This is an optimization exercise on Yosys and OpenROAD, whose aim is small area, a short achievable clock period and few clock cycles, not a production implementation.
RTL that was checked went through simulation tests only; none was proved equivalent to the original.
No functional check of the RTL was part of runs 3 to 6.
Power and IR drop assume default switching activity.

**run.sh**
```bash
#!/bin/bash
# synth_recipe.tcl (not shown) runs the flow's synth.tcl, then flattens the netlist and writes it again
# the make line also repeats each setting of config.mk as NAME=value (left out here)
make -C /OpenROAD-flow-scripts/flow DESIGN_CONFIG=/design/flow/config.mk WORK_HOME=/design/flow/orfs CLKGATE_MAP_FILE= SYNTH_SCRIPT=/design/flow/synth_recipe.tcl finish
```
**config.mk**
```make
export PLATFORM = sky130hd
export DESIGN_NAME = char_draw_top
export DESIGN_NICKNAME = char_draw_top
export VERILOG_FILES = /design/flow/design.v
export SDC_FILE = /design/flow/constraint.sdc
export NUM_CORES = 4
export LEC_CHECK = 0
export CAP_MARGIN = 20
export CORE_MARGIN = 2
export CORE_UTILIZATION = 40
export SETUP_SLACK_MARGIN = 3.0
export SLEW_MARGIN = 20
export SYNTH_MEMORY_MAX_BITS = 16384
```
**constraint.sdc**
```tcl
create_clock -name core_clock -period 5.0 [get_ports {clk}]
set_input_delay 1.0000 -clock core_clock [delete_from_list [all_inputs] [get_ports {clk}]]
set_output_delay 1.0000 -clock core_clock [all_outputs]
set_load 0.01 [all_outputs]
```
**design.v**
```verilog
`timescale 1ns/1ps
package char_draw_pkg;
    localparam int GLYPH_COLS = 5;
    localparam int GLYPH_ROWS = 9;
    localparam int BOX_COLS = GLYPH_COLS + 1;
    localparam int BOX_ROWS = GLYPH_ROWS + 1;
    typedef logic [9:0]  pixel_x_t;       
    typedef logic [8:0]  pixel_y_t;       
    typedef logic [18:0] vga_addr_t;      
    typedef logic [7:0]  color_id_t;      
    typedef logic [7:0]  char_code_t;
    typedef logic [3:0]  glyph_size_t;    
    typedef logic [GLYPH_COLS-1:0] glyph_row_t;
    typedef logic [GLYPH_ROWS*GLYPH_COLS-1:0] glyph_bitmap_t;
    typedef enum logic [1:0] {
        MODE_PLACE    = 2'd0,    
        MODE_STYLE    = 2'd1,    
        MODE_FULL     = 2'd2,
        MODE_FULL_ALT = 2'd3
    } cmd_mode_e;
endpackage
`timescale 1ns/1ps
`timescale 1ns/1ps
module glyph_rom (
    input  logic [7:0] char_code,
    input  logic [3:0] row,
    output logic [4:0] bits
);
    logic [27:0] hit;    
    logic        other;  
    logic [9:1]  rs;     
    assign hit[0] = char_code == 8'h30;
    assign hit[1] = char_code == 8'h31;
    assign hit[2] = char_code == 8'h32;
    assign hit[3] = char_code == 8'h33;
    assign hit[4] = char_code == 8'h34;
    assign hit[5] = char_code == 8'h35;
    assign hit[6] = char_code == 8'h36;
    assign hit[7] = char_code == 8'h37;
    assign hit[8] = char_code == 8'h38;
    assign hit[9] = char_code == 8'h39;
    assign hit[10] = char_code == 8'h3A;
    assign hit[11] = char_code == 8'h41;
    assign hit[12] = char_code == 8'h43;
    assign hit[13] = char_code == 8'h44;
    assign hit[14] = char_code == 8'h45;
    assign hit[15] = char_code == 8'h47;
    assign hit[16] = char_code == 8'h49;
    assign hit[17] = char_code == 8'h4B;
    assign hit[18] = char_code == 8'h4C;
    assign hit[19] = char_code == 8'h4D;
    assign hit[20] = char_code == 8'h4E;
    assign hit[21] = char_code == 8'h4F;
    assign hit[22] = char_code == 8'h50;
    assign hit[23] = char_code == 8'h52;
    assign hit[24] = char_code == 8'h53;
    assign hit[25] = char_code == 8'h54;
    assign hit[26] = char_code == 8'h56;
    assign hit[27] = char_code == 8'h59;
    assign other = ~|hit;
    assign rs[1] = row == 4'd1;
    assign rs[2] = row == 4'd2;
    assign rs[3] = row == 4'd3;
    assign rs[4] = row == 4'd4;
    assign rs[5] = row == 4'd5;
    assign rs[6] = row == 4'd6;
    assign rs[7] = row == 4'd7;
    assign rs[8] = row == 4'd8;
    assign rs[9] = row == 4'd9;
    assign bits[0] =
        (rs[1] & (hit[5] | hit[7] | hit[14] | hit[17] | hit[19] | hit[20] | hit[25] | hit[26] | hit[27])) |
        (rs[2] & (hit[0] | hit[2] | hit[3] | hit[7] | hit[8] | hit[9] | hit[12] | hit[13] | hit[15] | hit[19] | hit[20] | hit[21] | hit[22] | hit[23] | hit[24] | hit[26] | hit[27])) |
        (rs[3] & (hit[0] | hit[2] | hit[3] | hit[7] | hit[8] | hit[9] | hit[11] | hit[13] | hit[19] | hit[20] | hit[21] | hit[22] | hit[23] | hit[26])) |
        (rs[4] & (hit[0] | hit[2] | hit[3] | hit[8] | hit[9] | hit[11] | hit[13] | hit[19] | hit[20] | hit[21] | hit[22] | hit[23] | hit[26])) |
        (rs[5] & (hit[0] | hit[5] | hit[6] | hit[9] | hit[11] | hit[13] | hit[14] | hit[19] | hit[20] | hit[21] | hit[26])) |
        (rs[6] & (hit[0] | hit[3] | hit[5] | hit[6] | hit[8] | hit[9] | hit[11] | hit[13] | hit[15] | hit[19] | hit[20] | hit[21] | hit[24] | hit[26])) |
        (rs[7] & (hit[0] | hit[3] | hit[4] | hit[5] | hit[6] | hit[8] | hit[9] | hit[11] | hit[13] | hit[15] | hit[19] | hit[20] | hit[21] | hit[24] | hit[26])) |
        (rs[8] & (hit[0] | hit[3] | hit[5] | hit[6] | hit[8] | hit[11] | hit[12] | hit[13] | hit[15] | hit[17] | hit[19] | hit[20] | hit[21] | hit[23] | hit[24])) |
        (rs[9] & (hit[2] | hit[11] | hit[14] | hit[15] | hit[17] | hit[18] | hit[19] | hit[20] | hit[23] | other));
    assign bits[1] =
        (rs[1] & (hit[0] | hit[2] | hit[3] | hit[4] | hit[5] | hit[6] | hit[7] | hit[8] | hit[9] | hit[12] | hit[13] | hit[14] | hit[15] | hit[16] | hit[21] | hit[22] | hit[23] | hit[24] | hit[25])) |
        (rs[2] & (hit[4] | hit[11] | hit[17] | hit[19])) |
        (rs[3] & (hit[4] | hit[27])) |
        (rs[4] & (hit[4] | hit[5] | hit[6] | hit[7] | hit[20] | hit[27])) |
        (rs[5] & (hit[2] | hit[3] | hit[4] | hit[7] | hit[8] | hit[9] | hit[11] | hit[14] | hit[22] | hit[23] | hit[24])) |
        (rs[6] & (hit[4] | hit[7] | hit[15] | hit[24])) |
        (rs[7] & (hit[4] | hit[17] | hit[23])) |
        (rs[8] & (hit[4] | hit[9] | hit[15] | hit[26])) |
        (rs[9] & (hit[0] | hit[1] | hit[2] | hit[3] | hit[4] | hit[5] | hit[6] | hit[8] | hit[12] | hit[13] | hit[14] | hit[16] | hit[18] | hit[21] | hit[24] | other));
    assign bits[2] =
        (rs[1] & (hit[0] | hit[1] | hit[2] | hit[3] | hit[5] | hit[6] | hit[7] | hit[8] | hit[9] | hit[11] | hit[12] | hit[13] | hit[14] | hit[15] | hit[16] | hit[21] | hit[22] | hit[23] | hit[24] | hit[25])) |
        (rs[2] & (hit[1] | hit[4] | hit[16] | hit[25])) |
        (rs[3] & (hit[1] | hit[4] | hit[10] | hit[16] | hit[17] | hit[19] | hit[20] | hit[25])) |
        (rs[4] & (hit[1] | hit[5] | hit[6] | hit[16] | hit[25])) |
        (rs[5] & (hit[1] | hit[3] | hit[8] | hit[9] | hit[11] | hit[14] | hit[16] | hit[22] | hit[23] | hit[24] | hit[25] | hit[27])) |
        (rs[6] & (hit[1] | hit[2] | hit[15] | hit[16] | hit[17] | hit[23] | hit[25] | hit[27])) |
        (rs[7] & (hit[1] | hit[4] | hit[7] | hit[16] | hit[25] | hit[27])) |
        (rs[8] & (hit[1] | hit[7] | hit[10] | hit[16] | hit[25] | hit[27])) |
        (rs[9] & (hit[0] | hit[1] | hit[2] | hit[3] | hit[5] | hit[6] | hit[7] | hit[8] | hit[9] | hit[12] | hit[13] | hit[14] | hit[15] | hit[16] | hit[18] | hit[21] | hit[24] | hit[25] | hit[26] | hit[27] | other));
    assign bits[3] =
        (rs[1] & (hit[0] | hit[2] | hit[3] | hit[5] | hit[7] | hit[8] | hit[9] | hit[12] | hit[13] | hit[14] | hit[15] | hit[16] | hit[21] | hit[22] | hit[23] | hit[24] | hit[25])) |
        (rs[2] & (hit[1] | hit[6] | hit[11] | hit[19] | hit[20])) |
        (rs[3] & (hit[27])) |
        (rs[4] & (hit[4] | hit[5] | hit[6] | hit[17] | hit[24] | hit[27])) |
        (rs[5] & (hit[4] | hit[8] | hit[9] | hit[11] | hit[14] | hit[17] | hit[22] | hit[23] | hit[24])) |
        (rs[7] & (hit[2] | hit[4])) |
        (rs[8] & (hit[26])) |
        (rs[9] & (hit[0] | hit[1] | hit[2] | hit[3] | hit[5] | hit[6] | hit[8] | hit[9] | hit[12] | hit[13] | hit[14] | hit[15] | hit[16] | hit[18] | hit[21] | hit[24] | other));
    assign bits[4] =
        (rs[1] & (hit[5] | hit[7] | hit[13] | hit[14] | hit[17] | hit[18] | hit[19] | hit[20] | hit[22] | hit[23] | hit[25] | hit[26] | hit[27])) |
        (rs[2] & (hit[0] | hit[2] | hit[3] | hit[5] | hit[7] | hit[8] | hit[9] | hit[12] | hit[13] | hit[14] | hit[15] | hit[17] | hit[18] | hit[19] | hit[20] | hit[21] | hit[22] | hit[23] | hit[24] | hit[26] | hit[27])) |
        (rs[3] & (hit[0] | hit[2] | hit[3] | hit[5] | hit[6] | hit[8] | hit[9] | hit[11] | hit[12] | hit[13] | hit[14] | hit[15] | hit[17] | hit[18] | hit[19] | hit[20] | hit[21] | hit[22] | hit[23] | hit[24] | hit[26])) |
        (rs[4] & (hit[0] | hit[5] | hit[6] | hit[8] | hit[9] | hit[11] | hit[12] | hit[13] | hit[14] | hit[15] | hit[17] | hit[18] | hit[19] | hit[20] | hit[21] | hit[22] | hit[23] | hit[24] | hit[26])) |
        (rs[5] & (hit[0] | hit[5] | hit[6] | hit[11] | hit[12] | hit[13] | hit[14] | hit[15] | hit[17] | hit[18] | hit[19] | hit[20] | hit[21] | hit[22] | hit[23] | hit[26])) |
        (rs[6] & (hit[0] | hit[4] | hit[6] | hit[8] | hit[11] | hit[12] | hit[13] | hit[14] | hit[15] | hit[17] | hit[18] | hit[19] | hit[20] | hit[21] | hit[22] | hit[23] | hit[26])) |
        (rs[7] & (hit[0] | hit[3] | hit[4] | hit[6] | hit[8] | hit[11] | hit[12] | hit[13] | hit[14] | hit[15] | hit[17] | hit[18] | hit[19] | hit[20] | hit[21] | hit[22] | hit[23] | hit[26])) |
        (rs[8] & (hit[0] | hit[2] | hit[3] | hit[5] | hit[6] | hit[8] | hit[11] | hit[12] | hit[13] | hit[14] | hit[15] | hit[17] | hit[18] | hit[19] | hit[20] | hit[21] | hit[22] | hit[23] | hit[24])) |
        (rs[9] & (hit[2] | hit[11] | hit[13] | hit[14] | hit[17] | hit[18] | hit[19] | hit[20] | hit[22] | hit[23]));
endmodule
`timescale 1ns/1ps
`timescale 1ns/1ps
`timescale 1ns/1ps
`timescale 1ns/1ps
module char_draw_top #(
    parameter int SCREEN_W = 640,
    parameter int SCREEN_H = 480
) (
    input  logic                       clk,
    input  logic                       rst,
    input  char_draw_pkg::pixel_x_t    x,
    input  char_draw_pkg::pixel_y_t    y,
    input  char_draw_pkg::char_code_t  code,
    input  char_draw_pkg::glyph_size_t size,
    input  logic [1:0]                 mode,
    input  char_draw_pkg::color_id_t   idata_fg,
    input  char_draw_pkg::color_id_t   idata_bg,
    input  logic                       idata_vld,
    output logic                       odone,
    output char_draw_pkg::vga_addr_t   oaddr,
    output char_draw_pkg::color_id_t   odata,
    output logic                       owren
);
    char_draw_pkg::pixel_x_t      origin_x;
    char_draw_pkg::pixel_y_t      origin_y;
    char_draw_pkg::char_code_t    char_code;
    char_draw_pkg::glyph_size_t   glyph_size;
    char_draw_pkg::color_id_t     fg_color;
    char_draw_pkg::color_id_t     bg_color;
    logic        busy;        
    logic        init;        
    logic        scan_vld;    
    logic [11:0] nb_hi;       
    logic [3:0]  sx;          
    logic [2:0]  col;         
    logic [3:0]  sy;          
    logic [3:0]  crn;         
    logic [4:0]  grow;        
    logic [4:0]  gnext;       
    logic        s_rowstart;  
    logic        s_bit;       
    logic [4:0]  rom_bits;
    logic        accept;
    logic        row_end;
    logic        last_pix;
    assign accept   = idata_vld && !busy;
    assign row_end  = (col == 3'd5) && (sx == 4'd0);
    assign last_pix = row_end && (sy == 4'd0) && (crn == 4'd10);
    always_ff @(posedge clk) begin
        if (rst) begin
            origin_x  <= '0;
            origin_y  <= '0;
            char_code <= '0;
        end else if (accept && mode != 2'd1) begin
            origin_x  <= x;
            origin_y  <= y;
            char_code <= code;
        end
    end
    always_ff @(posedge clk) begin
        if (!busy) begin
            glyph_size <= size;
            fg_color   <= idata_fg;
            bg_color   <= idata_bg;
        end
    end
    always_ff @(posedge clk) begin
        if (rst) begin
            busy     <= 1'b0;
            init     <= 1'b0;
            scan_vld <= 1'b0;
            owren    <= 1'b0;
            odone    <= 1'b0;
        end else begin
            init  <= accept && mode != 2'd0;
            owren <= scan_vld;
            odone <= scan_vld && last_pix;
            if (accept && mode != 2'd0)
                busy <= 1'b1;
            else if (scan_vld && last_pix)
                busy <= 1'b0;
            if (init)
                scan_vld <= 1'b1;
            else if (last_pix)
                scan_vld <= 1'b0;
        end
    end
    glyph_rom u_glyph_rom (
        .char_code (char_code),
        .row       (crn),
        .bits      (rom_bits)
    );
    always_ff @(posedge clk) begin
        gnext <= rom_bits;
        if (init) begin
            sx         <= glyph_size;
            col        <= 3'd0;
            sy         <= glyph_size;
            crn        <= 4'd1;
            grow       <= 5'd0;
            s_rowstart <= 1'b1;
            s_bit      <= 1'b0;
        end else begin
            s_rowstart <= row_end;
            if (sx == 4'd0) begin
                sx <= glyph_size;
                if (row_end) begin
                    col   <= 3'd0;
                    s_bit <= 1'b0;
                    if (sy == 4'd0) begin
                        sy   <= glyph_size;
                        crn  <= crn + 4'd1;
                        grow <= gnext;
                    end else begin
                        sy <= sy - 4'd1;
                    end
                end else begin
                    col   <= col + 3'd1;
                    s_bit <= grow[3'd4 - col];
                end
            end else begin
                sx <= sx - 4'd1;
            end
        end
    end
    always_ff @(posedge clk) begin
        if (init)
            nb_hi <= 12'(origin_y) * 12'd5 + 12'(origin_x[9:7]);
        else if (scan_vld && s_rowstart)
            nb_hi <= nb_hi + 12'd5;
        if (s_rowstart)
            oaddr <= {nb_hi, origin_x[6:0]};
        else
            oaddr <= oaddr + 19'd1;
        odata <= s_bit ? fg_color : bg_color;
    end
endmodule
```
==> results.sh, run 1 <==
export IMPL_grt_max_degree=53
export IMPL_cts_root_buf="clkbuf_16"
export IMPL_multi_input_comb_area_um2=4660
export IMPL_fmax_mhz=367
export IMPL_areaGrowthSynthToFinish_pct=43.4
export IMPL_end_kind="register"
export IMPL_worst_ep_required_time_ns=5.17
export IMPL_peakVddDrop_v=0.000257
export IMPL_cts_max_path_buffers=2
export IMPL_cts_made_buffers=17
export IMPL_syn_num_nets=905
export IMPL_gr_total_overflow=0
export IMPL_period_minus_slack_ns=2.72
export IMPL_crit_type="reg2reg"
export IMPL_ios=81
export IMPL_fin_setup_tns_ns=0
export IMPL_gp_congestion=0.931
export IMPL_cts_hold_buf=0
export IMPL_antenna_found_initial=0
export IMPL_wirelength_um=21000
export IMPL_p_leak_nw=3.78
export IMPL_start_util_pct=40.4
export IMPL_netlist_instances=814
export IMPL_rsz0062_at_grt="true"
export IMPL_start_kind="register"
export IMPL_worstPathArrival_ns=2.89
export IMPL_yosysWarnings=1
export IMPL_hpwl_um=13100
export IMPL_async_flop_share_pct=0
export IMPL_worst_pin_slew_ns=0.779
export IMPL_portBuffers=80
export IMPL_final_hold_viol_count=0
export IMPL_coreArea_um2=17100
export IMPL_die_area_um2=18400
export IMPL_synth_ff_type="dfxtp_1"
export IMPL_power_per_cell_area_nw_per_um2=326
export IMPL_ys_types=77
export IMPL_dp_slack_ns=2.07
export IMPL_ff_latch_area_um2=2790
export IMPL_ys_ff_latch=118
export IMPL_dieHeight_um=136
export IMPL_hold_class="reg2reg"
export IMPL_grtUsageTotal_pct=21.7
export IMPL_htree_levels=4
export IMPL_drt_iter0_drc=573
export IMPL_cts_tree="done"
export IMPL_vias=6634
export IMPL_n_fill_cell=1522
export IMPL_syn_avg_cell_area_um2=8.50
export IMPL_synth_edf_count=36
export IMPL_yosysSeqAreaShare_pct=39.3
export IMPL_wl_per_cell_um=17.7
export IMPL_status="timing/DRC/antenna clean"
export IMPL_diodes=0
export IMPL_drive_gt1_share_pct=30.1
export IMPL_num_rows=48
export IMPL_grt_pass1_vias=6142
export IMPL_setup_violations=0
export IMPL_final_net_count=1038
export IMPL_final_period_utilization_pct=54.5
export IMPL_ant_nets=0
export IMPL_maxSlewHeadroom_pct=48.0
export IMPL_grt_pass1_wl_um=31200
export IMPL_drc=0
export IMPL_drv_slew=0
export IMPL_fp_dieW_um=136
export IMPL_syn_area_um2=6920
export IMPL_firstDrtPassIters=6
export IMPL_clkLatencyLatePin_ns=0.42
export IMPL_clkTransAtPathRegs_ns=0.06
export IMPL_worstPathMaxFanout=3
export IMPL_max_cap_viol_count=0
export IMPL_cts_sinks=118
export IMPL_via_per_inst=5.60
export IMPL_setup_slack_ns=2.28
export IMPL_skew_ns=0.00636
worst paths after layout:
check	startpoint	to	slack, ns	depth (start not counted)
setup / recovery	origin_y[2]	nb_hi[8]	2.28	10
hold / removal	origin_x[2]	origin_x[2]	0.46	2
setup reg to reg	origin_y[2]	nb_hi[8]	2.28	10
hold reg to reg	origin_x[2]	origin_x[2]	0.46	2
power by group:
part           switching (mW)  total [mW]  leakage (nW)  internal (mW)
clock                   0.451        1.29         0.308          0.836
combinational           0.359       0.735          2.44          0.376
sequential             0.0846        1.21          1.04           1.13
total                   0.895        3.24          3.78           2.34
cells in the mapped netlist (4+ instances only):
cell / count / area share, %
nor2b_1: 14 / 1.3
nand4_1: 6 / 0.54
dfxtp_1: 82 / 24
nor2_1: 70 / 3.8
o22a_1: 4 / 0.51
a21oi_1: 73 / 5.3
o21ai_0: 42 / 3.0
or3_1: 4 / 0.36
a211oi_1: 6 / 0.65
nand3b_1: 4 / 0.43
xor2_1: 21 / 2.7
nor4b_1: 4 / 0.51
clkbuf_1: 20 / 1.1
edfxtp_1: 36 / 16
a21o_1: 5 / 0.54
nand2b_1: 11 / 0.99
a31oi_1: 11 / 0.99
and3_1: 10 / 0.90
nor3_1: 18 / 1.3
o21bai_1: 4 / 0.43
ha_1: 38 / 6.9
mux2_2: 11 / 1.8
a21boi_0: 5 / 0.54
o21a_1: 6 / 0.65
buf_2: 14 / 1.0
o221ai_1: 4 / 0.51
or2_2: 4 / 0.36
nor3b_1: 4 / 0.43
nand3_1: 27 / 2.0
inv_1: 20 / 1.1
xnor2_1: 17 / 2.2
and2_1: 5 / 0.45
nand2_1: 137 / 7.4
mux2i_1: 9 / 1.3
repair_timing:
item	4_1_cts	5_1_grt
gates cloned	2	3
pin swaps	21	29
setup endpoints to repair	79	64
resized for setup	178	105
setup buffers	31	29
logic make-up after synthesis:
kind of cell	Yosys count	synth area share [%]
fa+ha+maj	40	7.30
xor+xnor	38	4.81
compound gates	201	18.4
mux	21	3.42
simple gates	334	22.9
buf+inv	62	3.89
flops	118	39.3
metal layers:
layer	track usage, %	wire length, um	vias up
met1	28.7	9240	3036
met4	11.7	1080	0
met3	5.16	1380	98
met5	0	0	-
met2	32.6	9310	301
li1	-	-	3199
stage by stage:
stage	util, %	power (mW)	hold slack (ns)	cells	cell area (um^2)
finish	58.0	3.24	0.457	1185	9930
global route	58.0	3.40	0.479	1185	9930
detailed placement	46.7	1.82	0.450	1088	7990
floorplan	-	1.58	0.425	814	7020
CTS	54.5	3.20	0.459	1153	9320
global placement	46.7	1.82	0.446	1088	7990
final cells by class:
cell class	instances	area share, %
inverters	21	0.882
clock buffers	17	4.28
repair buffers	153	14.9
well taps	225	2.83
multi-input cells	636	47.0
clock inverters	15	2.05
flip-flops and latches	118	28.1
flip-flops by register name, indices dropped and copies added (netlist names):
| signal | count |
|---|---|
| crn | 4 |
| char_code | 8 |
| bg_color | 8 |
| grow | 5 |
| owren | 1 |
| odone | 1 |
| sx | 4 |
| sy | 4 |
| oaddr | 19 |
| origin_y | 9 |
| fg_color | 8 |
| scan_vld | 1 |
| origin_x | 10 |
| gnext | 5 |
| glyph_size | 4 |
| init | 1 |
| busy | 1 |
| s_bit | 1 |
| col | 3 |
| nb_hi | 12 |
| s_rowstart | 1 |
| odata | 8 |
worst max-delay path, stage by stage, from the launching register on:
cell	delay, ns
dfxtp_4	0.36
ha_4	0.24
ha_4	0.28
ha_4	0.20
a21o_1	0.16
a21oi_2	0.19
nor2_2	0.06
o31a_1	0.27
o21a_1	0.18
or3_1	0.30
a31o_2	0.23
cell usage in the layout (no fill, tap or decap), types with 20 or more instances in the layout:
cell	count
a21oi_1	66
buf_4	58
clkdlybuf4s50_1	49
dfxtp_1	50
dfxtp_2	22
edfxtp_1	36
ha_1	26
nand2_1	131
nand3_1	22
nor2_1	55
o21ai_0	35
xor2_1	20
Testbench counts, summed over its fixed seeds: cycles 175,036.
==> run 2: changes to the inputs <==
--- a/config.mk
+++ b/config.mk
@@ -8,6 +8,5 @@
 export CAP_MARGIN = 20
 export CORE_MARGIN = 2
 export CORE_UTILIZATION = 40
-export SETUP_SLACK_MARGIN = 3.0
 export SLEW_MARGIN = 20
 export SYNTH_MEMORY_MAX_BITS = 16384
==> run 2 against run 1 <==
Compared with the run above:
- sequential cell count stayed put
- die area stayed put
- count of clock-buffer cells in the layout stayed put
- largest power group is now registers
==> results.sh, run 2 <==
export IMPL_worstHoldPathCells=2
export IMPL_syn_avg_cell_area_um2=8.50
export IMPL_cts_root_buf="clkbuf_16"
export IMPL_synth_area_leaders="dfxtp_1 24%, edfxtp_1 16%, nand2_1 7.4%"
export IMPL_worstPathArrival_ns=3.13
export IMPL_hold_class="reg2reg"
export IMPL_start_kind="register"
export IMPL_grtUsageTotal_pct=19.9
export IMPL_skew_ns=0.0114
export IMPL_gp_congestion=0.995
export IMPL_path_delay_family="compound AO/OA/AOI/OAI gates"
export IMPL_hold_path_end="oaddr[0]"
export IMPL_drive_gt1_share_pct=7.94
export IMPL_setup_violations=0
export IMPL_largest_reg_flops=19
export IMPL_via_per_inst=5.53
export IMPL_worst_ep_required_time_ns=5.18
export IMPL_power_per_cell_area_nw_per_um2=353
export IMPL_yosysWarnings=1
export IMPL_portBuffers=80
export IMPL_ff_latch_area_um2=2720
export IMPL_crit_buf_inv=0
export IMPL_hp_start="origin_x[0]"
export IMPL_dieHeight_um=136
export IMPL_clkTransAtPathRegs_ns=0.06
export IMPL_rr_worst_depth=10
export IMPL_period_minus_slack_ns=2.95
export IMPL_grt_max_degree=38
export IMPL_ff2ff_setup_slack_ns=2.05
export IMPL_wirelength_um=17800
export IMPL_cts_sinks=118
export IMPL_reg_top3="oaddr (19), nb_hi (12), origin_x (10)"
export IMPL_cp_slowest_cell="dfxtp_1"
export IMPL_total_power_mw=2.99
export IMPL_hpwl_um=12800
export IMPL_synth_top_area_cell="dfxtp_1"
export IMPL_multi_input_comb_area_um2=3940
export IMPL_cts_hold_buf=0
export IMPL_peakVddDrop_v=0.000227
export IMPL_yosys_area_top_type_share_pct=23.7
export IMPL_worst_pin_slew_ns=0.989
export IMPL_syn_num_nets=905
export IMPL_ios=81
export IMPL_drt_iter0_drc=512
export IMPL_final_hold_viol_count=0
export IMPL_max_cap_viol_count=0
export IMPL_htree_levels=4
export IMPL_wl_per_cell_um=15.9
export IMPL_netlist_instances=814
export IMPL_cts_made_buffers=17
export IMPL_final_util_pct=49.5
export IMPL_end_kind="register"
export IMPL_vias=6186
export IMPL_start_util_pct=40.4
export IMPL_hold_ws_ns=0.453
export IMPL_maxSlewHeadroom_pct=34.0
export IMPL_die_area_um2=18400
export IMPL_critPathMaxStageDelay_ns=0.33
export IMPL_cts_tree="done"
export IMPL_n_fill_cell=1664
export IMPL_ys_ff_latch=118
export IMPL_synth_ff_type="dfxtp_1"
export IMPL_final_common_cell="nand2_1"
export IMPL_fin_setup_tns_ns=0
export IMPL_r2r_start="origin_y[0]"
export IMPL_p_leak_nw=3.21
export IMPL_num_rows=48
export IMPL_r2r_end="nb_hi[8]"
export IMPL_rsz0062_at_grt="false"
export IMPL_grt_pass1_wl_um=29000
export IMPL_synth_edf_count=36
export IMPL_ys_types=77
export IMPL_status="timing/DRC/antenna clean"
export IMPL_final_net_count=972
export IMPL_post_cts_buffers=0
export IMPL_crit_type="reg2reg"
export IMPL_grt_pass1_vias=5712
export IMPL_yosysSeqAreaShare_pct=39.3
export IMPL_ant_nets=0
export IMPL_synth_most_common_cell="nand2_1"
export IMPL_netlist_top_cells_count="137 x nand2_1, 82 x dfxtp_1, 73 x a21oi_1, 70 x nor2_1, 42 x o21ai_0"
export IMPL_diodes=0
export IMPL_final_period_utilization_pct=59.0
export IMPL_worstPathMaxFanout=3
export IMPL_fmax_mhz=339
export IMPL_gr_total_overflow=0
export IMPL_firstDrtPassIters=5
export IMPL_syn_area_um2=6920
export IMPL_regMostFlops="oaddr"
export IMPL_async_flop_share_pct=0
export IMPL_cpMostUsedCell="ha_1"
export IMPL_drv_slew=0
export IMPL_clkLatencyLatePin_ns=0.43
export IMPL_areaGrowthSynthToFinish_pct=22.4
export IMPL_coreArea_um2=17100
export IMPL_antenna_found_initial=0
export IMPL_fp_dieW_um=136
export IMPL_cts_max_path_buffers=2
export IMPL_worstPathCellList="ha_1, ha_1, ha_1, a21o_1, a21oi_1, nor2_1, o31a_1, o21a_1, or3_1, a31o_2"
export IMPL_cts_resized=0
export IMPL_final_cell_mix="137 x nand2_1, 82 x dfxtp_1, 80 x clkdlybuf4s50_1, 73 x a21oi_1, 70 x nor2_1"
export IMPL_drc=0
## run 2: cell counts after synthesis
Identical to the previous run, type by type.
## run 2: cells by family (layout without fill, tap and decap cells)
logic type,count (synthesis),count (layout),share of synthesized area (%)
multiplexers,21,21,3.42
XOR/XNOR,38,38,4.81
buffers and inverters,62,142,3.89
flip-flops,118,118,39.3
AO/OA/AOI/OAI,201,201,18.4
adder cells (fa/ha/maj),40,40,7.30
AND/OR/NAND/NOR,334,334,22.9
## run 2: power by group
part	switching [mW]	leakage, nW	internal [mW]	total [mW]
logic	0.266	1.90	0.293	0.558
registers	0.113	1.03	1.12	1.23
clock network	0.536	0.280	0.666	1.20
total	0.914	3.21	2.08	2.99
## run 2: stage by stage
step           worst slack (ns)  area [um^2]  std cells
5_1_grt                    1.85         8470       1119
3_3_place_gp               2.09         7890       1087
6_report                   2.05         8470       1119
3_5_place_dp               2.06         7890       1087
2_1_floorplan              2.20         6920        814
4_1_cts                    2.06         8470       1119
## run 2: metal layers
layer	track usage [%]	wire length [um]	vias up
met1	27.0	8310	2828
met5	0	0	-
li1	-	-	3056
met3	5.50	1210	50
met4	8.45	554	0
met2	29.6	7750	252
## run 2: final cells by class
| type | count | area share (%) |
|---|---|---|
| clock buffer | 17 | 5.02 |
| clock inverter | 15 | 1.79 |
| inverter | 21 | 0.931 |
| multi-input combinational | 634 | 46.5 |
| sequential | 118 | 32.1 |
| tap | 225 | 3.32 |
| timing repair buffer | 89 | 10.3 |
## run 2: how the worst max path moves through the flow
stage | startpoint | to | slack, ns | depth (start not counted)
floorplan | origin_y[0] | nb_hi[8] | 2.20 | 10
global placement | origin_y[0] | nb_hi[8] | 2.09 | 10
detailed placement | mode[1] | origin_y[5] | 2.06 | 5
CTS | origin_y[0] | nb_hi[8] | 2.06 | 10
global route | origin_y[0] | nb_hi[10] | 1.85 | 10
finish | origin_y[0] | nb_hi[8] | 2.05 | 10
## run 2: worst register-to-register path, stage by stage (launching register included)
cell     delay, ns
dfxtp_1       0.33
ha_1          0.31
ha_1          0.33
ha_1          0.30
a21o_1        0.18
a21oi_1       0.17
nor2_1        0.09
o31a_1        0.28
o21a_1        0.19
or3_1         0.30
a31o_2        0.24
==> run 3: changes to the inputs <==
--- a/design.v
+++ b/design.v
@@ -147,7 +147,9 @@
     char_draw_pkg::color_id_t     fg_color;
     char_draw_pkg::color_id_t     bg_color;
     logic        busy;        
-    logic        init;        
+    logic        init1;       
+    logic        init2;       
+    logic [1:0]  nb_cy;       
     logic        scan_vld;    
     logic [11:0] nb_hi;       
     logic [3:0]  sx;          
@@ -186,19 +188,21 @@
     always_ff @(posedge clk) begin
         if (rst) begin
             busy     <= 1'b0;
-            init     <= 1'b0;
+            init1    <= 1'b0;
+            init2    <= 1'b0;
             scan_vld <= 1'b0;
             owren    <= 1'b0;
             odone    <= 1'b0;
         end else begin
-            init  <= accept && mode != 2'd0;
+            init1 <= accept && mode != 2'd0;
+            init2 <= init1;
             owren <= scan_vld;
             odone <= scan_vld && last_pix;
             if (accept && mode != 2'd0)
                 busy <= 1'b1;
             else if (scan_vld && last_pix)
                 busy <= 1'b0;
-            if (init)
+            if (init2)
                 scan_vld <= 1'b1;
             else if (last_pix)
                 scan_vld <= 1'b0;
@@ -211,7 +215,7 @@
     );
     always_ff @(posedge clk) begin
         gnext <= rom_bits;
-        if (init) begin
+        if (init2) begin
             sx         <= glyph_size;
             col        <= 3'd0;
             sy         <= glyph_size;
@@ -243,8 +247,10 @@
         end
     end
     always_ff @(posedge clk) begin
-        if (init)
-            nb_hi <= 12'(origin_y) * 12'd5 + 12'(origin_x[9:7]);
+        if (init1)
+            {nb_cy, nb_hi[5:0]} <= {origin_y[3:0], 2'b00} + {2'b00, origin_y[5:0]} + {5'd0, origin_x[9:7]};
+        else if (init2)
+            nb_hi[11:6] <= {1'b0, origin_y[8:4]} + {3'd0, origin_y[8:6]} + {4'd0, nb_cy};
         else if (scan_vld && s_rowstart)
             nb_hi <= nb_hi + 12'd5;
         if (s_rowstart)
==> run 3 against run 2 <==
Compared with the run above:
- first-iteration DRC count grew 45%
- still clean
- sequential share of layout area shrank 0.75 points
- via count grew 10%
- wire length grew 23%
- total power grew 10%
==> results.sh, run 3 <==
export IMPL_status="timing/DRC/antenna clean"
export IMPL_worstPathMaxFanout=31
export IMPL_n_fill_cell=1783
export IMPL_fin_setup_tns_ns=0
export IMPL_cts_made_buffers=17
export IMPL_via_per_inst=5.80
export IMPL_final_hold_viol_count=0
export IMPL_vias=6818
export IMPL_final_cell_mix="132 x nand2_1, 83 x dfxtp_1, 80 x clkdlybuf4s50_1, 72 x a21oi_1, 61 x o21ai_0"
export IMPL_hpwl_um=15500
export IMPL_netlist_top_cells_count="132 x nand2_1, 83 x dfxtp_1, 72 x a21oi_1, 61 x o21ai_0, 59 x nor2_1"
export IMPL_peakVddDrop_v=0.000282
export IMPL_reg_top3="oaddr (19), nb_hi (12), origin_x (10)"
export IMPL_wl_per_cell_um=18.7
export IMPL_p_leak_nw=3.25
export IMPL_grt_pass1_wl_um=34900
export IMPL_final_common_cell="nand2_1"
export IMPL_wirelength_um=22000
export IMPL_end_kind="register"
export IMPL_ios=81
export IMPL_drv_slew=0
export IMPL_grt_pass1_vias=6238
export IMPL_multi_input_comb_area_um2=4220
export IMPL_hold_ws_ns=0.448
export IMPL_max_cap_viol_count=0
export IMPL_synth_edf_count=38
export IMPL_dpl_cell_count=1143
export IMPL_antenna_found_initial=1
export IMPL_drive_gt1_share_pct=7.19
export IMPL_setup_violations=0
export IMPL_gr_total_overflow=0
export IMPL_regMostFlops="oaddr"
export IMPL_fp_dieW_um=140
export IMPL_grtUsageTotal_pct=22.3
export IMPL_rr_worst_depth=7
export IMPL_skew_ns=0.00812
export IMPL_ff_latch_area_um2=2800
export IMPL_yosysWarnings=1
export IMPL_power_per_cell_area_nw_per_um2=370
export IMPL_syn_avg_cell_area_um2=8.42
export IMPL_largest_reg_flops=19
export IMPL_crit_start="char_code[4]"
export IMPL_dpl_cell_area_um2=8320
export IMPL_cts_hold_buf=0
export IMPL_ys_types=81
export IMPL_synth_top_area_cell="dfxtp_1"
export IMPL_die_area_um2=19600
export IMPL_worstPathArrival_ns=3.82
export IMPL_start_util_pct=41.0
export IMPL_synth_ff_type="dfxtp_1"
export IMPL_ff2ff_setup_slack_ns=1.46
export IMPL_period_minus_slack_ns=3.54
export IMPL_hold_class="reg2reg"
export IMPL_num_rows=49
export IMPL_fin_cells=1176
export IMPL_syn_num_nets=959
export IMPL_crit_type="reg2reg"
export IMPL_grt_max_degree=51
export IMPL_drc=0
export IMPL_cts_root_buf="clkbuf_16"
export IMPL_yosysSeqAreaShare_pct=37.9
export IMPL_coreArea_um2=18000
export IMPL_htree_levels=4
export IMPL_synth_most_common_cell="nand2_1"
export IMPL_portBuffers=80
export IMPL_total_power_mw=3.31
export IMPL_rsz0062_at_grt="false"
export IMPL_clkTransAtPathRegs_ns=0.06
export IMPL_final_period_utilization_pct=70.8
export IMPL_maxSlewHeadroom_pct=29.0
export IMPL_clkLatencyLatePin_ns=0.42
export IMPL_dieHeight_um=140
export IMPL_syn_area_um2=7390
export IMPL_cts_resized=0
export IMPL_firstDrtPassIters=6
export IMPL_drt_iter0_drc=743
export IMPL_cts_max_path_buffers=2
export IMPL_final_net_count=1015
export IMPL_cts_tree="done"
export IMPL_r2r_end="gnext[1]"
export IMPL_start_kind="register"
export IMPL_yosys_area_top_type_share_pct=22.5
export IMPL_async_flop_share_pct=0
export IMPL_worst_pin_slew_ns=1.06
export IMPL_synth_area_leaders="dfxtp_1 22%, edfxtp_1 15%, nand2_1 6.7%"
export IMPL_ant_nets=0
export IMPL_areaGrowthSynthToFinish_pct=20.9
export IMPL_fin_area_um2=8930
export IMPL_cts_sinks=121
export IMPL_ys_ff_latch=121
export IMPL_worst_ep_required_time_ns=5.28
export IMPL_endpoint="gnext[1]"
export IMPL_fmax_mhz=283
export IMPL_r2r_start="char_code[4]"
export IMPL_post_cts_buffers=0
export IMPL_netlist_instances=877
export IMPL_gp_congestion=1.03
-- run 3: cell count changes after synthesis, moves of 6 or more --
cell and delta:
o21ai_0 +19, clkbuf_1 +13, ha_1 -13, nor2_1 -11, nand4_1 +8, o211ai_1 +8
and3b_1 +6, inv_1 +6, xnor2_1 +6
-- run 3: cell type report --
cell class | count | share of cell area, %
Antenna cell | 1 | 0.0280
Clock buffer | 18 | 4.81
Clock inverter | 14 | 1.91
Inverter | 28 | 1.18
Multi-Input combinational cell | 670 | 47.2
Sequential cell | 121 | 31.4
Tap cell | 229 | 3.21
Timing Repair Buffer | 95 | 10.2
-- run 3: metrics by stage --
stage / utilization, % / worst slack, ns
4_1_cts: 49.5 / 1.57
6_report: 49.5 / 1.46
3_5_place_dp: 46.2 / 1.59
5_1_grt: 49.5 / 1.31
3_3_place_gp: 46.2 / 1.59
2_1_floorplan: - / 2.60
-- run 3: cell families after synthesis --
kind of cell | Yosys count | share of synthesized area, %
AND/OR/NAND/NOR | 344 | 23.1
AO/OA/AOI/OAI | 227 | 19.3
flip-flops | 121 | 37.9
buffers and inverters | 86 | 5.12
XOR/XNOR | 46 | 5.45
adder cells (fa/ha/maj) | 31 | 5.72
multiplexers | 22 | 3.35
-- run 3: power by group --
part | switching, mW | leakage, nW | internal (mW) | total [mW]
sequential | 0.142 | 1.05 | 1.17 | 1.32
combinational | 0.364 | 1.91 | 0.373 | 0.737
clock | 0.466 | 0.287 | 0.786 | 1.25
-- run 3: layer usage --
layer / up-vias / global-route usage, % / wire [um]
met5: - / 0 / 0
met4: 0 / 8.84 / 688
met3: 60 / 5.64 / 1860
met2: 305 / 32.2 / 9380
met1: 3179 / 31.7 / 10000
li1: 3274 / - / -
-- run 3: worst max-delay path, cell delays in order, from the launching register on --
cell and delay, ns:
dfxtp_1 1.02, buf_4 0.31, and4bb_1 0.69, nand2_1 0.17, a221o_1 0.42, nand4_1 0.14
a31oi_1 0.11, or4_1 0.54
-- run 3: worst min-delay path by stage --
stage                            from           to  slack (ns)  cells after the start
after floorplan                 sx[0]        sx[0]        0.42                      1
after global placement    origin_x[2]     oaddr[2]        0.44                      2
after detailed placement        sx[0]        sx[0]        0.44                      1
after CTS                       sx[0]        sx[0]        0.45                      1
after global routing      origin_x[3]  origin_x[3]        0.47                      2
final                           sx[0]        sx[0]        0.45                      1
==> run 4: changes to the inputs <==
==> flow/run.sh (new file) <==
#!/bin/bash
# The standard layout, with plain buffers on the ports in place of the delay-cell
# buffers buffer_ports picks by default. Each tool's output goes to the ORFS logs
# under orfs/logs/; make's own output goes to make_finish.log here.
set -euo pipefail
export BUFFER_PORTS_ARGS="-buffer_cell sky130_fd_sc_hd__buf_1"
bash standard.sh finish > make_finish.log 2>&1
==> standard.sh (new file) <==
#!/bin/bash
# synth_recipe.tcl (not shown) runs the flow's synth.tcl, then flattens the netlist and writes it again
# the make line also repeats each setting of config.mk as NAME=value (left out here)
make -C /OpenROAD-flow-scripts/flow DESIGN_CONFIG=/design/flow/config.mk WORK_HOME=/design/flow/orfs CLKGATE_MAP_FILE= SYNTH_SCRIPT=/design/flow/synth_recipe.tcl "${@:-finish}"
removed: run.sh
==> run 4 against run 3 <==
Compared with the run above:
- via count increased by 0.63%
- core utilization shrank 2.9 points
- sequential power is essentially flat
- clock power down 5%
- first-iteration DRC count down 2.3%
- register-to-register slack better by 0.17 ns
- area after synthesis stayed put
- wire length is 1.5% lower
- critical path type unchanged
==> results.sh, run 4 <==
export IMPL_r2r_start="char_code[4]"
export IMPL_vias=6861
export IMPL_post_cts_buffers=0
export IMPL_grtUsageTotal_pct=22.1
export IMPL_final_net_count=1015
export IMPL_worstHoldPathCells=1
export IMPL_hold_path_end="sx[0]"
export IMPL_firstDrtPassIters=6
export IMPL_sequentialPowerShare_pct=42.1
export IMPL_fmax_mhz=297
export IMPL_wirelength_um=21600
export IMPL_fin_setup_tns_ns=0
export IMPL_hpwl_um=15300
export IMPL_yosysSeqAreaShare_pct=37.9
export IMPL_final_common_cell="nand2_1"
export IMPL_grt_max_degree=51
export IMPL_p_clk_share_pct=38.0
export IMPL_intPower_mw=2.17
export IMPL_setup_violations=0
export IMPL_synth_area_leaders="dfxtp_1 22%, edfxtp_1 15%, nand2_1 6.7%"
export IMPL_ys_ff_latch=121
export IMPL_drive_gt1_share_pct=7.20
export IMPL_htree_levels=4
export IMPL_switching_share_pct=30.7
export IMPL_skew_ns=0.00949
export IMPL_ys_types=81
export IMPL_synth_most_common_cell="nand2_1"
export IMPL_rr_worst_depth=8
export IMPL_worstPathArrival_ns=3.64
export IMPL_clkTransAtPathRegs_ns=0.06
export IMPL_max_cap_viol_count=0
export IMPL_drv_slew=0
export IMPL_hp_start="sx[0]"
export IMPL_ant_nets=0
export IMPL_via_per_inst=5.84
export IMPL_portBuffers=80
export IMPL_antenna_found_initial=1
export IMPL_rsz0062_at_grt="false"
export IMPL_cts_sinks=121
export IMPL_synth_ff_type="dfxtp_1"
export IMPL_yosys_area_top_type_share_pct=22.5
export IMPL_syn_avg_cell_area_um2=8.42
export IMPL_crit_type="reg2reg"
export IMPL_gr_total_overflow=0
export IMPL_final_period_utilization_pct=67.3
export IMPL_p_leak_nw=3.03
export IMPL_num_rows=49
export IMPL_netlist_top_cells_count="132 x nand2_1, 83 x dfxtp_1, 72 x a21oi_1, 61 x o21ai_0, 59 x nor2_1"
export IMPL_netlist_instances=877
export IMPL_worstPathMaxFanout=22
export IMPL_period_minus_slack_ns=3.37
export IMPL_coreArea_um2=18000
export IMPL_dieHeight_um=140
export IMPL_hold_class="reg2reg"
export IMPL_end_kind="register"
export IMPL_worst_pin_slew_ns=1.06
export IMPL_syn_area_um2=7390
export IMPL_cts_max_path_buffers=2
export IMPL_worst_ep_required_time_ns=5.28
export IMPL_clkLatencyLatePin_ns=0.42
export IMPL_start_kind="register"
export IMPL_die_area_um2=19600
export IMPL_cts_tree="done"
export IMPL_ios=81
export IMPL_wl_per_cell_um=18.4
export IMPL_async_flop_share_pct=0
export IMPL_yosysWarnings=1
export IMPL_diodes=0
export IMPL_grt_pass1_vias=6441
export IMPL_final_hold_viol_count=0
export IMPL_power_per_cell_area_nw_per_um2=372
export IMPL_areaGrowthSynthToFinish_pct=13.7
export IMPL_r2r_end="gnext[0]"
export IMPL_maxSlewHeadroom_pct=28.9
export IMPL_reg_top3="oaddr (19), nb_hi (12), origin_x (10)"
export IMPL_cts_root_buf="clkbuf_16"
export IMPL_start_util_pct=41.0
export IMPL_regMostFlops="oaddr"
export IMPL_drt_iter0_drc=726
export IMPL_peakVddDrop_v=0.000379
export IMPL_largest_reg_flops=19
export IMPL_final_util_pct=46.6
export IMPL_ff2ff_setup_slack_ns=1.63
export IMPL_power_frac_comb_pct=19.9
export IMPL_synth_edf_count=38
export IMPL_fp_dieW_um=140
export IMPL_switchingPower_mw=0.959
export IMPL_syn_num_nets=959
export IMPL_synth_top_area_cell="dfxtp_1"
export IMPL_status="timing/DRC/antenna clean"
export IMPL_gp_congestion=1.06
export IMPL_final_cell_mix="132 x nand2_1, 83 x dfxtp_1, 80 x buf_1, 72 x a21oi_1, 61 x o21ai_0"
export IMPL_grt_pass1_wl_um=34800
export IMPL_cts_hold_buf=0
export IMPL_drc=0
export IMPL_cts_made_buffers=17
export IMPL_cts_resized=0
-- run 4: cell counts after synthesis --
Identical to the previous run, type by type.
-- run 4: cell type report --
type | count | area, um^2
repair buffers | 95 | 413
inverters | 28 | 105
fillers | 1807 | 9630
clock inverters | 14 | 151
clock buffers | 17 | 425
multi-input cells | 670 | 4210
flip-flops and latches | 121 | 2800
well taps | 229 | 287
-- run 4: stage by stage --
step | hold slack (ns) | instances | instance area [um^2] | setup WS, ns | total power, mW
after floorplan | 0.422 | 877 | 7390 | 2.60 | 1.76
after global placement | 0.437 | 1143 | 7820 | 1.85 | 1.95
after detailed placement | 0.443 | 1143 | 7820 | 1.78 | 1.95
after CTS | 0.452 | 1174 | 8400 | 1.74 | 3.16
after global routing | 0.477 | 1174 | 8400 | 1.40 | 3.31
final | 0.444 | 1174 | 8400 | 1.63 | 3.12
-- run 4: cell families (layout without fill, tap and decap cells) --
logic type / count (synthesis) / count (layout) / share of synthesized area, %
mux: 22 / 22 / 3.35
xor+xnor: 46 / 46 / 5.45
fa+ha+maj: 31 / 31 / 5.72
buf+inv: 86 / 154 / 5.12
flops: 121 / 121 / 37.9
simple gates: 344 / 344 / 23.1
compound gates: 227 / 227 / 19.3
-- run 4: power groups by stage --
stage                     registers, mW  clock network [mW]  logic, mW
after floorplan                    1.32                   0      0.433
after detailed placement           1.34                   0      0.615
after CTS                          1.32                1.22      0.619
final                              1.32                1.19      0.620
after global routing               1.34                1.26      0.700
after global placement             1.34                   0      0.611
-- run 4: how the worst max path moves through the flow --
| stage | startpoint | endpoint | slack (ns) | depth (start not counted) |
|---|---|---|---|---|
| 6_report | char_code[4] | gnext[0] | 1.63 | 8 |
| 5_1_grt | char_code[4] | gnext[0] | 1.40 | 8 |
| 4_1_cts | char_code[4] | gnext[0] | 1.74 | 8 |
| 3_5_place_dp | char_code[4] | gnext[0] | 1.78 | 8 |
| 3_3_place_gp | char_code[4] | gnext[0] | 1.85 | 8 |
| 2_1_floorplan | crn[0] | gnext[0] | 2.60 | 9 |
-- run 4: per-layer routing --
metal	up-vias	wire length, um	global-route usage (%)
li1	3283	-	-
met1	3140	9910	31.1
met4	0	757	9.58
met2	365	9110	32.0
met5	-	0	0
met3	73	1830	5.95
-- run 4: worst max-delay path, stage by stage (launching register included) --
cell	delay [ns]
dfxtp_1	0.83
buf_4	0.35
nor2b_1	0.11
o2111ai_1	0.36
nor2_1	0.08
o32a_1	0.34
a2111oi_1	0.50
o21ai_1	0.12
or4_1	0.54
==> run 5: changes to the inputs <==
--- a/config.mk
+++ b/config.mk
@@ -8,5 +8,6 @@
 export CAP_MARGIN = 20
 export CORE_MARGIN = 2
 export CORE_UTILIZATION = 40
+export SETUP_SLACK_MARGIN = 3.0
 export SLEW_MARGIN = 20
 export SYNTH_MEMORY_MAX_BITS = 16384
==> run 5 against run 4 <==
Compared with the run above:
- largest power group unchanged
- register-to-register slack improved by 0.87 ns
- highest routed layer unchanged
- largest cell class unchanged
- synthesized cell count unchanged
- combinational power increased by 17%
- clock skew increased by 0.0014 ns
==> results.sh, run 5 <==
export IMPL_cp_slowest_cell="or4_1"
export IMPL_ys_ff_latch=121
export IMPL_synth_most_common_cell="nand2_1"
export IMPL_fin_setup_tns_ns=0
export IMPL_regMostFlops="oaddr"
export IMPL_synth_area_leaders="dfxtp_1 22%, edfxtp_1 15%, nand2_1 6.7%"
export IMPL_ant_nets=0
export IMPL_wl_per_cell_um=20.2
export IMPL_htree_levels=4
export IMPL_synth_ff_type="dfxtp_1"
export IMPL_grt_pass1_vias=6919
export IMPL_period_minus_slack_ns=2.49
export IMPL_drc=0
export IMPL_diodes=0
export IMPL_maxSlewHeadroom_pct=44.1
export IMPL_n_fill_cell=1690
export IMPL_drv_slew=0
export IMPL_worstPathArrival_ns=2.80
export IMPL_grt_max_degree=38
export IMPL_gr_total_overflow=0
export IMPL_syn_num_nets=959
export IMPL_ys_types=81
export IMPL_cts_sinks=121
export IMPL_yosysWarnings=1
export IMPL_power_per_cell_area_nw_per_um2=343
export IMPL_synth_edf_count=38
export IMPL_final_cell_mix="126 x nand2_1, 74 x buf_1, 70 x a21oi_1, 57 x dfxtp_1"
export IMPL_yosys_area_top_type_share_pct=22.5
export IMPL_syn_area_um2=7390
export IMPL_worstPathMaxFanout=25
export IMPL_coreArea_um2=18000
export IMPL_antenna_found_initial=0
export IMPL_worstPathCellList="buf_12, and2b_4, nand2_1, a32oi_2, nand4b_1, a2111oi_4, o21ai_1, or4_1"
export IMPL_worst_ep_required_time_ns=5.30
export IMPL_setup_violations=0
export IMPL_gp_congestion=0.970
export IMPL_end_kind="register"
export IMPL_areaGrowthSynthToFinish_pct=26.2
export IMPL_portBuffers=80
export IMPL_cts_hold_buf=0
export IMPL_skew_ns=0.0109
export IMPL_yosysSeqAreaShare_pct=37.9
export IMPL_drt_iter0_drc=735
export IMPL_num_rows=49
export IMPL_via_per_inst=5.94
export IMPL_rsz0062_at_grt="true"
export IMPL_wirelength_um=24500
export IMPL_max_cap_viol_count=0
export IMPL_fp_dieW_um=140
export IMPL_async_flop_share_pct=0
export IMPL_vias=7203
export IMPL_status="timing/DRC/antenna clean"
export IMPL_worst_pin_slew_ns=0.837
export IMPL_drive_gt1_share_pct=21.1
export IMPL_final_period_utilization_pct=49.9
export IMPL_firstDrtPassIters=6
export IMPL_syn_avg_cell_area_um2=8.42
export IMPL_peakVddDrop_v=0.000261
export IMPL_hpwl_um=15600
export IMPL_cts_root_buf="clkbuf_16"
export IMPL_start_kind="register"
export IMPL_dieHeight_um=140
export IMPL_reg_top3="oaddr (19), nb_hi (12), origin_x (10)"
export IMPL_netlist_instances=877
export IMPL_synth_compound_area_share_pct=19.3
export IMPL_synth_xor_area_share_pct=5.45
export IMPL_final_util_pct=51.7
export IMPL_grt_pass1_wl_um=37900
export IMPL_hold_class="reg2reg"
export IMPL_critPathMaxStageDelay_ns=0.40
export IMPL_cts_tree="done"
export IMPL_final_hold_viol_count=0
export IMPL_grtUsageTotal_pct=24.4
export IMPL_synth_top_family_by_area="simple AND/OR/NAND/NOR gates"
export IMPL_largest_reg_flops=19
export IMPL_start_util_pct=41.0
export IMPL_p_leak_nw=3.32
export IMPL_fin_cells=1213
export IMPL_die_area_um2=19600
export IMPL_cts_max_path_buffers=2
export IMPL_total_power_mw=3.20
export IMPL_fmax_mhz=401
export IMPL_crit_type="reg2reg"
export IMPL_final_common_cell="nand2_1"
export IMPL_clkLatencyLatePin_ns=0.42
export IMPL_synth_simple_area_share_pct=23.1
export IMPL_netlist_top_cells_count="132 x nand2_1, 83 x dfxtp_1, 72 x a21oi_1, 61 x o21ai_0, 59 x nor2_1"
export IMPL_clkTransAtPathRegs_ns=0.07
export IMPL_ios=81
export IMPL_synth_top_area_cell="dfxtp_1"
export IMPL_hold_ws_ns=0.453
export IMPL_final_net_count=1053
export IMPL_cts_made_buffers=17
export IMPL_dpl_cell_count=1138
export IMPL_synth_fa_ha_area_share_pct=5.72
export IMPL_synth_mux_area_fraction_pct=3.35
==> run 5: cell types whose count changed in the layout (fill, tap and decap cells not counted), moves of 8 or more <==
cell     before  now
dfxtp_2       0   16
dfxtp_4       0   10
buf_4        15   34
dfxtp_1      83   57
ha_1         25   17
==> run 5: repair_timing <==
item	in CTS	in global routing
hold endpoints to repair	0	0
setup endpoints to repair	45	39
pin swaps	14	10
buffers inserted	25	13
gates resized for setup	81	53
cloned	4	1
==> run 5: routing by layer <==
layer / vias to the layer above / wire [um] / global-route usage [%]
li1: 3370 / - / -
met1: 3321 / 10800 / 33.5
met2: 418 / 10600 / 36.6
met3: 94 / 2070 / 5.16
met4: 0 / 1060 / 12.2
met5: - / 0 / 0
==> run 5: path summary, 6_finish.rpt <==
kind	from	endpoint	slack, ns	cells after the start
min reg2reg	sx[0]	sx[0]	0.45	1
max reg2reg	char_code[1]	gnext[0]	2.51	8
max	char_code[1]	gnext[0]	2.51	8
min	sx[0]	sx[0]	0.45	1
==> run 5: critical path, delay by kind of cell (launching register included) <==
kind | cells | cell delay, ns
AO/OA/AOI/OAI | 3 | 0.76
flip-flops | 1 | 0.36
buffers and inverters | 1 | 0.18
AND/OR/NAND/NOR | 4 | 1.05
==> run 5: cells by family after synthesis <==
logic type / after synthesis
AOI/OAI and AO/OA: 227
xor gates and xnor gates: 46
adders and majority gates: 31
buffers and inverters: 86
DFF: 121
muxes: 22
and+or+nand+nor: 344
==> run 5: layout make-up <==
type | instances | area [um^2] | area share [%]
inverter | 28 | 119 | 1.28
clock buffer | 17 | 425 | 4.56
multi-input combinational | 672 | 4640 | 49.8
sequential | 121 | 2860 | 30.7
tap | 229 | 287 | 3.07
clock inverter | 15 | 120 | 1.29
timing repair buffer | 131 | 871 | 9.34
==> run 5: stage by stage <==
stage | setup WS, ns | area, um^2
2_1_floorplan | 2.92 | 7490
5_1_grt | 2.48 | 9320
3_5_place_dp | 1.84 | 7860
4_1_cts | 2.61 | 9020
3_3_place_gp | 1.86 | 7860
6_report | 2.51 | 9320
==> run 5: power by group <==
part	total [mW]	switching, mW	internal [mW]
sequential	1.32	0.143	1.18
combinational	0.727	0.411	0.317
clock	1.15	0.506	0.643
total	3.20	1.06	2.14
==> run 6: changes to the inputs <==
--- a/config.mk
+++ b/config.mk
@@ -8,6 +8,7 @@
 export CAP_MARGIN = 20
 export CORE_MARGIN = 2
 export CORE_UTILIZATION = 40
+export CTS_BUF_LIST = sky130_fd_sc_hd__clkbuf_4 sky130_fd_sc_hd__clkbuf_8
 export SETUP_SLACK_MARGIN = 3.0
 export SLEW_MARGIN = 20
 export SYNTH_MEMORY_MAX_BITS = 16384
==> run 6 against run 5 <==
Compared with the run above:
- combinational power is 2% higher
- sequential power about the same
- via count is 1.0% higher
- total power fell by 10%
- setup slack improved by 0.011 ns
==> results.sh, run 6 <==
export IMPL_syn_num_nets=959
export IMPL_gp_congestion=0.970
export IMPL_firstDrtPassIters=7
export IMPL_p_clk_share_pct=28.1
export IMPL_switchingPower_mw=1.01
export IMPL_max_cap_viol_count=0
export IMPL_grtUsageTotal_pct=24.5
export IMPL_crit_type="reg2reg"
export IMPL_synth_area_leaders="dfxtp_1 22%, edfxtp_1 15%, nand2_1 6.7%"
export IMPL_worst_ep_required_time_ns=5.34
export IMPL_ys_types=81
export IMPL_die_area_um2=19600
export IMPL_final_common_cell="nand2_1"
export IMPL_cts_tree="done"
export IMPL_power_per_cell_area_nw_per_um2=312
export IMPL_grt_max_degree=38
export IMPL_wirelength_um=24700
export IMPL_grt_pass1_wl_um=38000
export IMPL_diodes=0
export IMPL_regMostFlops="oaddr"
export IMPL_worst_pin_slew_ns=0.775
export IMPL_rsz0062_at_grt="true"
export IMPL_ff2ff_setup_slack_ns=2.52
export IMPL_hpwl_um=15600
export IMPL_setup_violations=0
export IMPL_power_frac_comb_pct=25.8
export IMPL_cts_sinks=121
export IMPL_cts_made_buffers=17
export IMPL_drive_gt1_share_pct=24.3
export IMPL_skew_ns=0.0190
export IMPL_hold_path_end="origin_x[2]"
export IMPL_synth_top_area_cell="dfxtp_1"
export IMPL_fin_setup_tns_ns=0
export IMPL_start_kind="register"
export IMPL_worstPathMaxFanout=25
export IMPL_fp_dieW_um=140
export IMPL_final_period_utilization_pct=49.6
export IMPL_wl_per_cell_um=20.2
export IMPL_cts_max_path_buffers=2
export IMPL_dieHeight_um=140
export IMPL_status="timing/DRC/antenna clean"
export IMPL_final_cell_mix="124 x nand2_1, 70 x a21oi_1, 61 x buf_1, 55 x nor2_1, 54 x o21ai_0"
export IMPL_final_net_count=1064
export IMPL_switching_share_pct=35.1
export IMPL_fmax_mhz=403
export IMPL_cts_root_buf="clkbuf_8"
export IMPL_intPower_mw=1.87
export IMPL_yosysWarnings=1
export IMPL_total_power_mw=2.88
export IMPL_maxSlewHeadroom_pct=47.0
export IMPL_gr_total_overflow=0
export IMPL_start_util_pct=41.0
export IMPL_end_kind="register"
export IMPL_hold_class="reg2reg"
export IMPL_final_hold_viol_count=0
export IMPL_clkLatencyLatePin_ns=0.45
export IMPL_drc=0
export IMPL_r2r_end="gnext[0]"
export IMPL_hp_start="origin_x[2]"
export IMPL_vias=7278
export IMPL_async_flop_share_pct=0
export IMPL_htree_levels=4
export IMPL_syn_avg_cell_area_um2=8.42
export IMPL_rr_worst_depth=8
export IMPL_peakVddDrop_v=0.000182
export IMPL_portBuffers=80
export IMPL_largest_reg_flops=19
export IMPL_worstPathArrival_ns=2.82
export IMPL_synth_ff_type="dfxtp_1"
export IMPL_drt_iter0_drc=708
export IMPL_via_per_inst=5.95
export IMPL_grt_pass1_vias=6942
export IMPL_synth_edf_count=38
export IMPL_yosys_area_top_type_share_pct=22.5
export IMPL_r2r_start="char_code[1]"
export IMPL_drv_slew=0
export IMPL_ant_nets=0
export IMPL_num_rows=49
export IMPL_reg_top3="oaddr (19), nb_hi (12), origin_x (10)"
export IMPL_coreArea_um2=18000
export IMPL_clkTransAtPathRegs_ns=0.10
export IMPL_synth_most_common_cell="nand2_1"
export IMPL_areaGrowthSynthToFinish_pct=25.1
export IMPL_antenna_found_initial=0
export IMPL_sequentialPowerShare_pct=46.1
export IMPL_yosysSeqAreaShare_pct=37.9
export IMPL_worstHoldPathCells=2
export IMPL_p_leak_nw=3.34
export IMPL_syn_area_um2=7390
export IMPL_ios=81
export IMPL_period_minus_slack_ns=2.48
export IMPL_netlist_instances=877
export IMPL_ys_ff_latch=121
export IMPL_netlist_top_cells_count="132 x nand2_1, 83 x dfxtp_1, 72 x a21oi_1, 61 x o21ai_0, 59 x nor2_1"
run 6: cell counts after synthesis:
No cell type changed its count.
run 6: kinds of logic after synthesis:
| family | after synthesis | share of synthesized area, % |
|---|---|---|
| buffers and inverters | 86 | 5.12 |
| XOR/XNOR | 46 | 5.45 |
| multiplexers | 22 | 3.35 |
| flip-flops | 121 | 37.9 |
| AND/OR/NAND/NOR | 344 | 23.1 |
| adder cells (fa/ha/maj) | 31 | 5.72 |
| AO/OA/AOI/OAI | 227 | 19.3 |
run 6: critical path: stages (launching register included):
cell and delay [ns]:
dfxtp_2 0.37, buf_12 0.18, and2b_4 0.33, nand2_1 0.10
a32oi_2 0.29, nand4b_1 0.21, a2111oi_4 0.35, o21ai_1 0.12
or4_1 0.40
run 6: per-stage QoR:
step	setup WS, ns	hold slack, ns	cell area, um^2	utilization, %	instances
6_report	2.52	0.456	9240	51.3	1224
5_1_grt	2.48	0.475	9240	51.3	1224
4_1_cts	2.60	0.459	8920	49.5	1205
3_5_place_dp	1.84	0.441	7860	43.6	1138
3_3_place_gp	1.86	0.435	7860	43.6	1138
2_1_floorplan	2.92	0.422	7490	-	877
run 6: timing repair:
item,in CTS,in global routing
hold endpoints to repair,0,0
resized for setup,117,46
gates cloned,4,1
pin swaps,16,9
setup buffers,31,18
hold buffers,0,0
setup endpoints to repair,56,44
run 6: worst max path at each step:
stage          slack (ns)        to         start  cells past startpoint
5_1_grt              2.48  gnext[0]  char_code[1]                      8
2_1_floorplan        2.92  gnext[0]        crn[1]                      9
3_5_place_dp         1.84  gnext[0]  char_code[2]                      6
4_1_cts              2.60  gnext[0]  char_code[1]                      8
6_report             2.52  gnext[0]  char_code[1]                      8
3_3_place_gp         1.86  gnext[0]  char_code[2]                      6
run 6: final cells by class:
type                    instances  area [um^2]
clock buffers                  17          234
clock inverters                15          120
fillers                      1735         8780
inverters                      28          119
multi-input cells             672         4640
flip-flops and latches        121         2880
well taps                     229          287
repair buffers                142          961
run 6: power by group through the flow:
stage | clock network [mW] | logic, mW | registers (mW)
after global routing | 0.868 | 0.813 | 1.35
after CTS | 0.830 | 0.704 | 1.32
after detailed placement | 0 | 0.620 | 1.34
after floorplan | 0 | 0.439 | 1.32
after global placement | 0 | 0.621 | 1.34
final | 0.809 | 0.742 | 1.33
run 6: layer usage:
layer	up-vias	share of wire [%]	wire, um	global-route usage (%)
met2	433	43	10600	36.0
met4	0	4.8	1200	13.1
met3	106	9.6	2370	5.64
li1	3385	-	-	-
met1	3354	43	10600	33.6
met5	-	0	0	0

-- re-timing with driven ports --
Ports are ideal in the flow. The routed layouts listed here were re-timed in OpenROAD. Step 1 assumes that a clkbuf_16 drives the clock port and a buf_2 every other input. Step 2 adds t to the input delays and takes it off the output delays; t is the mean of the earliest and latest rising clock arrival at the registers after step 1. Input paths then give back, and output paths get back, about the clock's delay inside the block. a / b / c = ideal / step 1 / step 2; a / b = the first two.
run | t, ns | setup WS [ns] | latest minus earliest clock arrival (ns)
run 1 | 0.453 | 2.277 / 2.277 / 2.277 | 0.007 / 0.007
run 2 | 0.457 | 2.052 / 2.052 / 2.052 | 0.012 / 0.012
run 3 | 0.456 | 1.462 / 1.462 / 1.462 | 0.009 / 0.009
run 4 | 0.452 | 1.634 / 1.634 / 1.634 | 0.011 / 0.010
run 5 | 0.456 | 2.507 / 2.507 / 2.507 | 0.013 / 0.013
run 6 | 0.477 | 2.518 / 2.518 / 2.518 | 0.020 / 0.020
After both steps setup and hold are still met in every run listed.
